Source: an optimization exercise on an open RTL-to-GDS flow (aim: small area, a short achievable clock period and few clock cycles). Production flows keep margins and buffers that such runs may drop. At most, simulation tests tie the RTL to the original design; equivalence was not proved. Power is estimated from default activity; no workload was simulated.

## dcache_port
module dcache_port (
    input  logic        clk,
    input  logic        rstn,
    input  logic        req_valid,
    input  logic [63:0] req_address,
    input  logic [63:0] req_value,
    input  logic [1:0]  req_op,
    input  logic [1:0]  req_size,
    input  logic        req_unsigned,
    input  logic [3:0]  req_amo,
    output logic        req_ready,
    output logic        resp_valid,
    output logic [63:0] resp_value,
    output logic        ex_valid,
    output logic        ex_cause,
    output logic [63:0] ex_tval,
    output logic        ar_valid,
    output logic [63:0] ar_addr,
    input  logic        ar_ready,
    input  logic        r_valid,
    input  logic [63:0] r_data,
    output logic        aw_valid,
    output logic [63:0] aw_addr,
    input  logic        aw_ready,
    output logic        w_valid,
    output logic [63:0] w_data,
    output logic [7:0]  w_strb,
    input  logic        w_ready,
    input  logic        b_valid
);
Size: roughly 1800 cells after synthesis, ~540 I/O pins, about 16000 µm² of cells after synthesis.
clock: 6.5 ns
lec_check: 0
cap_margin: 20
core_margin: 2
core_utilization: 40
cts_buf_list: sky130_fd_sc_hd__clkbuf_8
setup_slack_margin: 2.2
slew_margin: 20
tns_end_percent: 0
standard.sh (not shown) runs the stock make flow with config.mk's settings and CLKGATE_MAP_FILE= SYNTH_SCRIPT=/design/flow/synth_recipe.tcl, a recipe that flattens the netlist after the stock synthesis.
==> flow/flow/run.sh <==
#!/bin/bash
set -euo pipefail
bash standard.sh BUFFER_PORTS_ARGS="-buffer_cell sky130_fd_sc_hd__buf_1" finish > make_finish.log 2>&1
Testbench counts at the start, summed over its fixed seeds: cycles 15,767.
Next try:
--- a/flow/design.v
+++ b/flow/design.v
@@ -41,18 +41,17 @@
     logic mm_q;      
     logic        ld_q;
     logic [63:0] addr_q;
     logic [63:0] val_q;     
     logic [63:0] old_q;     
     logic [7:0]  o1_q;                   
     logic        f1_q, f2_q, f4_q;       
     logic        sx_q;                   
-    logic        sub_q, add_q, kp_q, kg_q, kv_q, sgn_q, max_q;   
-    logic        cause_q;
+    logic        sub_q, add_q, kp_q, kg_q, sgn_q, max_q;   
     logic is_load, is_store, misal;
     assign is_load  = req_op == 2'd0;
     assign is_store = req_op == 2'd1;
     always_comb begin
         unique case (req_size)
             2'd0: misal = 1'b0;
             2'd1: misal = req_address[0];
             2'd2: misal = |req_address[1:0];
@@ -64,17 +63,17 @@
     assign amo_rd     = rdone & ~ld_q;
     assign resp_valid = (rdone & ld_q) | (bw_q & b_valid);
     assign done       = resp_valid | ex_q;
     assign req_ready  = ~busy_q | done;
     assign acc        = req_valid & req_ready;
     assign acc_rd     = acc & ~misal & ~is_store;
     assign acc_st     = acc & ~misal & is_store;
     assign ex_valid = ex_q;
-    assign ex_cause = cause_q;
+    assign ex_cause = ~ld_q;
     assign ex_tval  = addr_q;
     logic [63:0] addr_out;
     logic        hold_a, hold_v;
     assign hold_a   = arp_q | awp_q | wp_q | (rw_q & ~ld_q);
     assign addr_out = hold_a ? addr_q : req_address;
     assign ar_valid = arp_q | acc_rd;
     assign ar_addr  = addr_out;
     assign aw_valid = awp_q | acc_st;
@@ -159,17 +158,17 @@
         logic so, sv;
         so = word ? old_q[31] : old_q[63];
         sv = word ? ~val_q[31] : ~val_q[63];
         lt = (sgn_q & (so ^ sv)) ? so : lt_u;
     end
     assign take_old = lt ^ max_q;
     assign is_add   = add_q;
     always_comb begin
-        lres = (pg_p & {64{kp_q}}) | (pg_g & {64{kg_q}}) | (val_q & {64{kv_q}})
+        lres = (pg_p & {64{kp_q}}) | (pg_g & {64{kg_q}}) | (val_q & {64{~(sub_q | add_q | kp_q | kg_q)}})
              | (~val_q & {64{sub_q}});
     end
     assign alu = is_add ? pg_p ^ cy : lres;
     logic acc_inv, d_add, d_kp, d_kg, d_sgn, d_max;
     assign acc_inv = req_op == 2'd2
                    & (req_amo[3] | (req_amo[2] & req_amo[0]) | (req_amo[2] & req_amo[1]));
     assign d_add   = req_amo == 4'd1;
     assign d_kp    = req_amo == 4'd2 || req_amo == 4'd4;
@@ -207,19 +206,17 @@
             f1_q    <= req_size != 2'd0;
             f2_q    <= req_size[1];
             f4_q    <= req_size == 2'd3;
             sx_q    <= ~(req_unsigned & is_load);
             sub_q   <= acc_inv;
             add_q   <= d_add;
             kp_q    <= d_kp;
             kg_q    <= d_kg;
-            kv_q    <= ~(acc_inv | d_add | d_kp | d_kg);
             sgn_q   <= d_sgn;
             max_q   <= d_max;
-            cause_q <= ~is_load;
         end
         addr_q <= addr_out;
         val_q  <= (calc_q || (amo_rd && sub)) ? alu : wbase;
         old_q  <= resp_value;
     end
 endmodule
 `default_nettype wire
The new run completed without violations.
Area after synthesis drops slightly.
Total power fell slightly.
Setup slack got worse by 0.048 ns.
Routed wire length falls by a few percent.
Cell count goes up slightly.
Testbench counts after the change, summed over its fixed seeds: cycles 15,767.

========
The RTL this note starts from:
==> flow/design.v <==
`timescale 1ns/1ps
`default_nettype none
module dcache_port (
    input  logic        clk,
    input  logic        rstn,
    input  logic        req_valid,
    input  logic [63:0] req_address,
    input  logic [63:0] req_value,
    input  logic [1:0]  req_op,
    input  logic [1:0]  req_size,
    input  logic        req_unsigned,
    input  logic [3:0]  req_amo,
    output logic        req_ready,
    output logic        resp_valid,
    output logic [63:0] resp_value,
    output logic        ex_valid,
    output logic        ex_cause,
    output logic [63:0] ex_tval,
    output logic        ar_valid,
    output logic [63:0] ar_addr,
    input  logic        ar_ready,
    input  logic        r_valid,
    input  logic [63:0] r_data,
    output logic        aw_valid,
    output logic [63:0] aw_addr,
    input  logic        aw_ready,
    output logic        w_valid,
    output logic [63:0] w_data,
    output logic [7:0]  w_strb,
    input  logic        w_ready,
    input  logic        b_valid
);
    logic busy_q;    
    logic ex_q;      
    logic arp_q;     
    logic rw_q;      
    logic awp_q;     
    logic wp_q;      
    logic bw_q;      
    logic calc_q;    
    logic mm_q;      
    logic        ld_q;
    logic [63:0] addr_q;
    logic [63:0] val_q;     
    logic [63:0] old_q;     
    logic [7:0]  o1_q;                   
    logic        f1_q, f2_q, f4_q;       
    logic        sx_q;                   
    logic        sub_q, add_q, kp_q, kg_q, kv_q, sgn_q, max_q;   
    logic        cause_q;
    logic is_load, is_store, misal;
    assign is_load  = req_op == 2'd0;
    assign is_store = req_op == 2'd1;
    always_comb begin
        unique case (req_size)
            2'd0: misal = 1'b0;
            2'd1: misal = req_address[0];
            2'd2: misal = |req_address[1:0];
            default: misal = |req_address[2:0];
        endcase
    end
    logic rdone, done, acc, acc_rd, acc_st, amo_rd;
    assign rdone      = rw_q & r_valid;
    assign amo_rd     = rdone & ~ld_q;
    assign resp_valid = (rdone & ld_q) | (bw_q & b_valid);
    assign done       = resp_valid | ex_q;
    assign req_ready  = ~busy_q | done;
    assign acc        = req_valid & req_ready;
    assign acc_rd     = acc & ~misal & ~is_store;
    assign acc_st     = acc & ~misal & is_store;
    assign ex_valid = ex_q;
    assign ex_cause = cause_q;
    assign ex_tval  = addr_q;
    logic [63:0] addr_out;
    logic        hold_a, hold_v;
    assign hold_a   = arp_q | awp_q | wp_q | (rw_q & ~ld_q);
    assign addr_out = hold_a ? addr_q : req_address;
    assign ar_valid = arp_q | acc_rd;
    assign ar_addr  = addr_out;
    assign aw_valid = awp_q | acc_st;
    assign aw_addr  = addr_out;
    logic [7:0]  lb [8];
    logic [7:0]  sg, o1;
    logic        f1, f2, f4;
    logic [7:0]  b0, b1, b2, b3;
    logic        ext;
    logic [63:0] aligned;
    always_comb begin
        for (int k = 0; k < 8; k++) lb[k] = r_data[8*k +: 8];
        o1 = o1_q & {8{rw_q}};
        f1 = f1_q & rw_q;
        f2 = f2_q & rw_q;
        f4 = f4_q & rw_q;
        for (int k = 0; k < 8; k++) begin
            sg[k] = o1[k] & ~f1_q;
            if (k % 2 == 1) sg[k] = sg[k] | (o1[k-1] & f1_q & ~f2_q);
            if (k % 4 == 3) sg[k] = sg[k] | (o1[k-3] & f2_q & ~f4_q);
            sg[k] = sg[k] & sx_q;
        end
        b0 = '0; b1 = '0; b2 = '0; b3 = '0; ext = 1'b0;
        for (int k = 0; k < 8; k++) begin
            b0  |= lb[k] & {8{o1[k]}};
            ext |= lb[k][7] & sg[k];
        end
        for (int k = 0; k < 4; k++) b1 |= lb[2*k+1] & {8{o1[2*k]}};
        for (int k = 0; k < 2; k++) begin
            b2 |= lb[4*k+2] & {8{o1[4*k]}};
            b3 |= lb[4*k+3] & {8{o1[4*k]}};
        end
        aligned[7:0]   = b0;
        aligned[15:8]  = (b1 & {8{f1}}) | {8{ext & ~f1_q}};
        aligned[31:16] = ({b3, b2} & {16{f2}}) | {16{ext & ~f2_q}};
        aligned[63:32] = (r_data[63:32] & {32{f4}}) | {32{ext & ~f4_q}};
    end
    assign resp_value = aligned | (old_q & {64{~rw_q}});
    logic [63:0] wsrc;
    logic [1:0]  wsize;
    logic [2:0]  woff;
    logic [7:0]  strb_base;
    logic [63:0] wbase;
    assign hold_v = wp_q | (rw_q & ~ld_q);
    assign wbase  = hold_v ? val_q : req_value;
    assign wsrc   = mm_q ? old_q : wbase;
    assign wsize = wp_q ? {f2_q, (f1_q & ~f2_q) | f4_q} : req_size;
    assign woff  = wp_q ? addr_q[2:0] : req_address[2:0];
    always_comb begin
        unique case (wsize)
            2'd0: begin w_data = {8{wsrc[7:0]}};  strb_base = 8'h01; end
            2'd1: begin w_data = {4{wsrc[15:0]}}; strb_base = 8'h03; end
            2'd2: begin w_data = {2{wsrc[31:0]}}; strb_base = 8'h0f; end
            default: begin w_data = wsrc;         strb_base = 8'hff; end
        endcase
    end
    assign w_strb  = strb_base << woff;
    assign w_valid = wp_q | acc_st;
    logic        sub, word, lt_u, lt, take_old, is_add, c32, c64;
    logic [63:0] pg_p, pg_g, cy, lres, alu;
    assign sub  = sub_q;
    assign word = f2_q & ~f4_q;
    assign pg_p = old_q ^ val_q;
    assign pg_g = old_q & val_q;
    always_comb begin
        logic [63:0] gg, pp;
        gg = pg_g;
        pp = pg_p;
        gg[0] = pg_g[0] | (pg_p[0] & sub);
        for (int l = 0; l < 6; l++)
            for (int j = 0; j < 64; j++)
                if (j[l]) begin
                    gg[j] = gg[j] | (pp[j] & gg[((j >> l) << l) - 1]);
                    pp[j] = pp[j] & pp[((j >> l) << l) - 1];
                end
        cy  = {gg[62:0], sub};
        c64 = gg[63];
    end
    assign c32  = cy[32];
    assign lt_u = word ? ~c32 : ~c64;
    always_comb begin
        logic so, sv;
        so = word ? old_q[31] : old_q[63];
        sv = word ? ~val_q[31] : ~val_q[63];
        lt = (sgn_q & (so ^ sv)) ? so : lt_u;
    end
    assign take_old = lt ^ max_q;
    assign is_add   = add_q;
    always_comb begin
        lres = (pg_p & {64{kp_q}}) | (pg_g & {64{kg_q}}) | (val_q & {64{kv_q}})
             | (~val_q & {64{sub_q}});
    end
    assign alu = is_add ? pg_p ^ cy : lres;
    logic acc_inv, d_add, d_kp, d_kg, d_sgn, d_max;
    assign acc_inv = req_op == 2'd2
                   & (req_amo[3] | (req_amo[2] & req_amo[0]) | (req_amo[2] & req_amo[1]));
    assign d_add   = req_amo == 4'd1;
    assign d_kp    = req_amo == 4'd2 || req_amo == 4'd4;
    assign d_kg    = req_amo == 4'd3 || req_amo == 4'd4;
    assign d_sgn   = req_amo == 4'd5 || req_amo == 4'd6;
    assign d_max   = req_amo == 4'd6 || req_amo == 4'd8;
    always_ff @(posedge clk or negedge rstn) begin
        if (!rstn) begin
            busy_q <= 1'b0;
            ex_q   <= 1'b0;
            arp_q  <= 1'b0;
            rw_q   <= 1'b0;
            awp_q  <= 1'b0;
            wp_q   <= 1'b0;
            bw_q   <= 1'b0;
            calc_q <= 1'b0;
            mm_q   <= 1'b0;
        end else begin
            busy_q <= acc | (busy_q & ~done);
            ex_q   <= acc & misal;
            arp_q  <= ar_valid & ~ar_ready;
            rw_q   <= acc_rd | (rw_q & ~r_valid);
            awp_q  <= (aw_valid & ~aw_ready) | amo_rd;
            wp_q   <= (w_valid & ~w_ready) | calc_q;
            bw_q   <= acc_st | amo_rd | (bw_q & ~b_valid);
            calc_q <= amo_rd;
            if (calc_q) mm_q <= sub & take_old;
            else if (w_valid & w_ready) mm_q <= 1'b0;
        end
    end
    always_ff @(posedge clk) begin
        if (acc) begin
            ld_q    <= is_load;
            o1_q    <= 8'd1 << req_address[2:0];
            f1_q    <= req_size != 2'd0;
            f2_q    <= req_size[1];
            f4_q    <= req_size == 2'd3;
            sx_q    <= ~(req_unsigned & is_load);
            sub_q   <= acc_inv;
            add_q   <= d_add;
            kp_q    <= d_kp;
            kg_q    <= d_kg;
            kv_q    <= ~(acc_inv | d_add | d_kp | d_kg);
            sgn_q   <= d_sgn;
            max_q   <= d_max;
            cause_q <= ~is_load;
        end
        addr_q <= addr_out;
        val_q  <= (calc_q || (amo_rd && sub)) ? alu : wbase;
        old_q  <= resp_value;
    end
endmodule
`default_nettype wire
Settings: LEC_CHECK=0, CAP_MARGIN=20, CORE_MARGIN=2, CORE_UTILIZATION=40, CTS_BUF_LIST=sky130_fd_sc_hd__clkbuf_8, SETUP_SLACK_MARGIN=2.5, SLEW_MARGIN=20, TNS_END_PERCENT=0; clock period 6.5 ns.
Scripts as last shown in full above: flow/flow/run.sh
The starting point went through all stages and came out clean.
Testbench counts at the start, summed over its fixed seeds: cycles 15,767.
Next try:
--- a/flow/design.v
+++ b/flow/design.v
@@ -71,11 +71,9 @@
     assign ex_valid = ex_q;
     assign ex_cause = cause_q;
     assign ex_tval  = addr_q;
     logic [63:0] addr_out;
-    logic        hold_a, hold_v;
-    assign hold_a   = arp_q | awp_q | wp_q | (rw_q & ~ld_q);
-    assign addr_out = hold_a ? addr_q : req_address;
+    assign addr_out = (arp_q | awp_q) ? addr_q : req_address;
     assign ar_valid = arp_q | acc_rd;
     assign ar_addr  = addr_out;
     assign aw_valid = awp_q | acc_st;
     assign aw_addr  = addr_out;
@@ -116,12 +114,9 @@
     logic [63:0] wsrc;
     logic [1:0]  wsize;
     logic [2:0]  woff;
     logic [7:0]  strb_base;
-    logic [63:0] wbase;
-    assign hold_v = wp_q | (rw_q & ~ld_q);
-    assign wbase  = hold_v ? val_q : req_value;
-    assign wsrc   = mm_q ? old_q : wbase;
+    assign wsrc  = ~wp_q ? req_value : mm_q ? old_q : val_q;
     assign wsize = wp_q ? {f2_q, (f1_q & ~f2_q) | f4_q} : req_size;
     assign woff  = wp_q ? addr_q[2:0] : req_address[2:0];
     always_comb begin
         unique case (wsize)
@@ -195,15 +190,16 @@
             awp_q  <= (aw_valid & ~aw_ready) | amo_rd;
             wp_q   <= (w_valid & ~w_ready) | calc_q;
             bw_q   <= acc_st | amo_rd | (bw_q & ~b_valid);
             calc_q <= amo_rd;
-            if (calc_q) mm_q <= sub & take_old;
-            else if (w_valid & w_ready) mm_q <= 1'b0;
+            if (acc) mm_q <= 1'b0;
+            else if (calc_q) mm_q <= sub & take_old;
         end
     end
     always_ff @(posedge clk) begin
         if (acc) begin
             ld_q    <= is_load;
+            addr_q  <= req_address;
             o1_q    <= 8'd1 << req_address[2:0];
             f1_q    <= req_size != 2'd0;
             f2_q    <= req_size[1];
             f4_q    <= req_size == 2'd3;
@@ -216,10 +212,10 @@
             sgn_q   <= d_sgn;
             max_q   <= d_max;
             cause_q <= ~is_load;
         end
-        addr_q <= addr_out;
-        val_q  <= (calc_q || (amo_rd && sub)) ? alu : wbase;
-        old_q  <= resp_value;
+        if (acc) val_q <= req_value;
+        else if (calc_q || (amo_rd && sub)) val_q <= alu;
+        if (amo_rd) old_q <= aligned;
     end
 endmodule
 `default_nettype wire
The new run produced a clean layout.
Synthesized cell count is higher by 5.4%.
Wire length is lower by 3.4%.
Sequential cell count is unchanged.
Area after synthesis is higher by 11%.
Die area is higher by 11%.
Fmax is higher by 1.9%.
Setup slack gains 81 ps.
Testbench counts after the change, summed over its fixed seeds: cycles 15,767.

========
Another version of the RTL of dcache_port (not shown whole).
For scale: roughly 220 flip-flops, roughly 540 I/O pins, ~0.018 mm² of cells after synthesis.
clock: 6.5 ns
lec_check: 0
cap_margin: 20
core_margin: 2
core_utilization: 40
cts_buf_list: sky130_fd_sc_hd__clkbuf_8
setup_slack_margin: 2.5
slew_margin: 20
tns_end_percent: 0
Scripts as last shown in full above: flow/flow/run.sh
Testbench counts at the start, summed over its fixed seeds: cycles 15,767.
Edit:
--- a/flow/design.v
+++ b/flow/design.v
@@ -27,13 +27,14 @@
     output logic        w_valid,
     output logic [63:0] w_data,
     output logic [7:0]  w_strb,
     input  logic        w_ready,
     input  logic        b_valid
 );
-    logic busy_q;    
+    logic nrdy_q;    
+    logic ldw_q;     
     logic ex_q;      
     logic arp_q;     
     logic rw_q;      
     logic awp_q;     
     logic wp_q;      
     logic bw_q;      
@@ -43,36 +44,34 @@
     logic [63:0] addr_q;
     logic [63:0] val_q;     
     logic [63:0] old_q;     
     logic [7:0]  o1_q;                   
     logic        f1_q, f2_q, f4_q;       
     logic        sx_q;                   
-    logic        sub_q, add_q, kp_q, kg_q, kv_q, sgn_q, max_q;   
-    logic        cause_q;
+    logic        sub_q, add_q, kp_q, kg_q, sgn_q, max_q;   
     logic is_load, is_store, misal;
     assign is_load  = req_op == 2'd0;
     assign is_store = req_op == 2'd1;
     always_comb begin
         unique case (req_size)
             2'd0: misal = 1'b0;
             2'd1: misal = req_address[0];
             2'd2: misal = |req_address[1:0];
             default: misal = |req_address[2:0];
         endcase
     end
-    logic rdone, done, acc, acc_rd, acc_st, amo_rd;
+    logic rdone, acc, acc_rd, acc_st, amo_rd;
     assign rdone      = rw_q & r_valid;
     assign amo_rd     = rdone & ~ld_q;
-    assign resp_valid = (rdone & ld_q) | (bw_q & b_valid);
-    assign done       = resp_valid | ex_q;
-    assign req_ready  = ~busy_q | done;
+    assign resp_valid = (ldw_q & r_valid) | (bw_q & b_valid);
+    assign req_ready  = ~nrdy_q | resp_valid;
     assign acc        = req_valid & req_ready;
     assign acc_rd     = acc & ~misal & ~is_store;
     assign acc_st     = acc & ~misal & is_store;
     assign ex_valid = ex_q;
-    assign ex_cause = cause_q;
+    assign ex_cause = ~ld_q;
     assign ex_tval  = addr_q;
     logic [63:0] addr_out;
     assign addr_out = (arp_q | awp_q) ? addr_q : req_address;
     assign ar_valid = arp_q | acc_rd;
     assign ar_addr  = addr_out;
     assign aw_valid = awp_q | acc_st;
@@ -156,13 +155,13 @@
         sv = word ? ~val_q[31] : ~val_q[63];
         lt = (sgn_q & (so ^ sv)) ? so : lt_u;
     end
     assign take_old = lt ^ max_q;
     assign is_add   = add_q;
     always_comb begin
-        lres = (pg_p & {64{kp_q}}) | (pg_g & {64{kg_q}}) | (val_q & {64{kv_q}})
+        lres = (pg_p & {64{kp_q}}) | (pg_g & {64{kg_q}}) | (val_q & {64{~(sub_q | add_q | kp_q | kg_q)}})
              | (~val_q & {64{sub_q}});
     end
     assign alu = is_add ? pg_p ^ cy : lres;
     logic acc_inv, d_add, d_kp, d_kg, d_sgn, d_max;
     assign acc_inv = req_op == 2'd2
                    & (req_amo[3] | (req_amo[2] & req_amo[0]) | (req_amo[2] & req_amo[1]));
@@ -170,23 +169,25 @@
     assign d_kp    = req_amo == 4'd2 || req_amo == 4'd4;
     assign d_kg    = req_amo == 4'd3 || req_amo == 4'd4;
     assign d_sgn   = req_amo == 4'd5 || req_amo == 4'd6;
     assign d_max   = req_amo == 4'd6 || req_amo == 4'd8;
     always_ff @(posedge clk or negedge rstn) begin
         if (!rstn) begin
-            busy_q <= 1'b0;
+            nrdy_q <= 1'b0;
+            ldw_q  <= 1'b0;
             ex_q   <= 1'b0;
             arp_q  <= 1'b0;
             rw_q   <= 1'b0;
             awp_q  <= 1'b0;
             wp_q   <= 1'b0;
             bw_q   <= 1'b0;
             calc_q <= 1'b0;
             mm_q   <= 1'b0;
         end else begin
-            busy_q <= acc | (busy_q & ~done);
+            nrdy_q <= acc ? ~misal : nrdy_q & ~resp_valid;
+            ldw_q  <= acc ? ~misal & is_load : ldw_q & ~r_valid;
             ex_q   <= acc & misal;
             arp_q  <= ar_valid & ~ar_ready;
             rw_q   <= acc_rd | (rw_q & ~r_valid);
             awp_q  <= (aw_valid & ~aw_ready) | amo_rd;
             wp_q   <= (w_valid & ~w_ready) | calc_q;
             bw_q   <= acc_st | amo_rd | (bw_q & ~b_valid);
@@ -205,16 +206,14 @@
             f4_q    <= req_size == 2'd3;
             sx_q    <= ~(req_unsigned & is_load);
             sub_q   <= acc_inv;
             add_q   <= d_add;
             kp_q    <= d_kp;
             kg_q    <= d_kg;
-            kv_q    <= ~(acc_inv | d_add | d_kp | d_kg);
             sgn_q   <= d_sgn;
             max_q   <= d_max;
-            cause_q <= ~is_load;
         end
         if (acc) val_q <= req_value ^ {64{acc_inv}};
         else if (calc_q) val_q <= alu;
         if (amo_rd) old_q <= aligned;
     end
 endmodule
Effect: The new run completed with no timing, DRC or antenna violations. Synthesized cell count grows by 4.6%. Sequential cell count shrinks by 1. Worst setup slack is worse by 0.069 ns. Clock skew grows by 0.014 ns. Count of clock-buffer cells in the layout grows by 4. Routed wire length shrinks by 2.1%. Total power shrinks by 42%. Core utilization shrinks by 0.13 points. Sequential power shrinks by 21%.
The RTL of the second run of this note was laid out without a check of its function.

==> port drivers added, routing unchanged <==
How much do the figures lean on ideal ports? The routed layouts below were timed once more, with nothing changed but the port constraints.
Step 1: set_driving_cell puts a clkbuf_16 on clk and a buf_2 on each other input, an assumption about the parent block.
Step 2 times the ports against the registers' clock, not the clock port: input delays grow and output delays shrink by t, the midpoint of the rising clock arrivals with the driver on.
Slacks: ideal / step 1 / step 2; pairs: ideal / step 1.
run	shift t [ns]	setup WS [ns]	hold WS [ns]	worst setup path after step 2	worst data-port slew with drivers (ns)
the first run of note 1	0.700	2.145 / 2.089 / 2.104	0.504 / 0.504 / 0.504	input to output	0.15
the second run of note 1	0.676	2.097 / 2.042 / 2.092	0.494 / 0.494 / 0.494	input to output	0.22
the first run of note 2	0.683	2.159 / 2.067 / 2.067	0.499 / 0.499 / 0.499	input to output	0.19
the second run of note 2	0.641	2.240 / 2.173 / 2.173	0.501 / 0.501 / 0.501	input to output	0.27
the first run of note 3	0.657	2.292 / 2.159 / 1.993	0.520 / 0.520 / 0.520	input to register	0.23
the second run of note 3	0.655	2.223 / 2.053 / 1.694	0.502 / 0.502 / 0.502	input to register	0.20
After both steps every run listed still meets setup and hold. For the second run of note 3, which loses most, drivers alone change the setup slack by -0.170 ns; drivers and shift together by -0.529 ns.
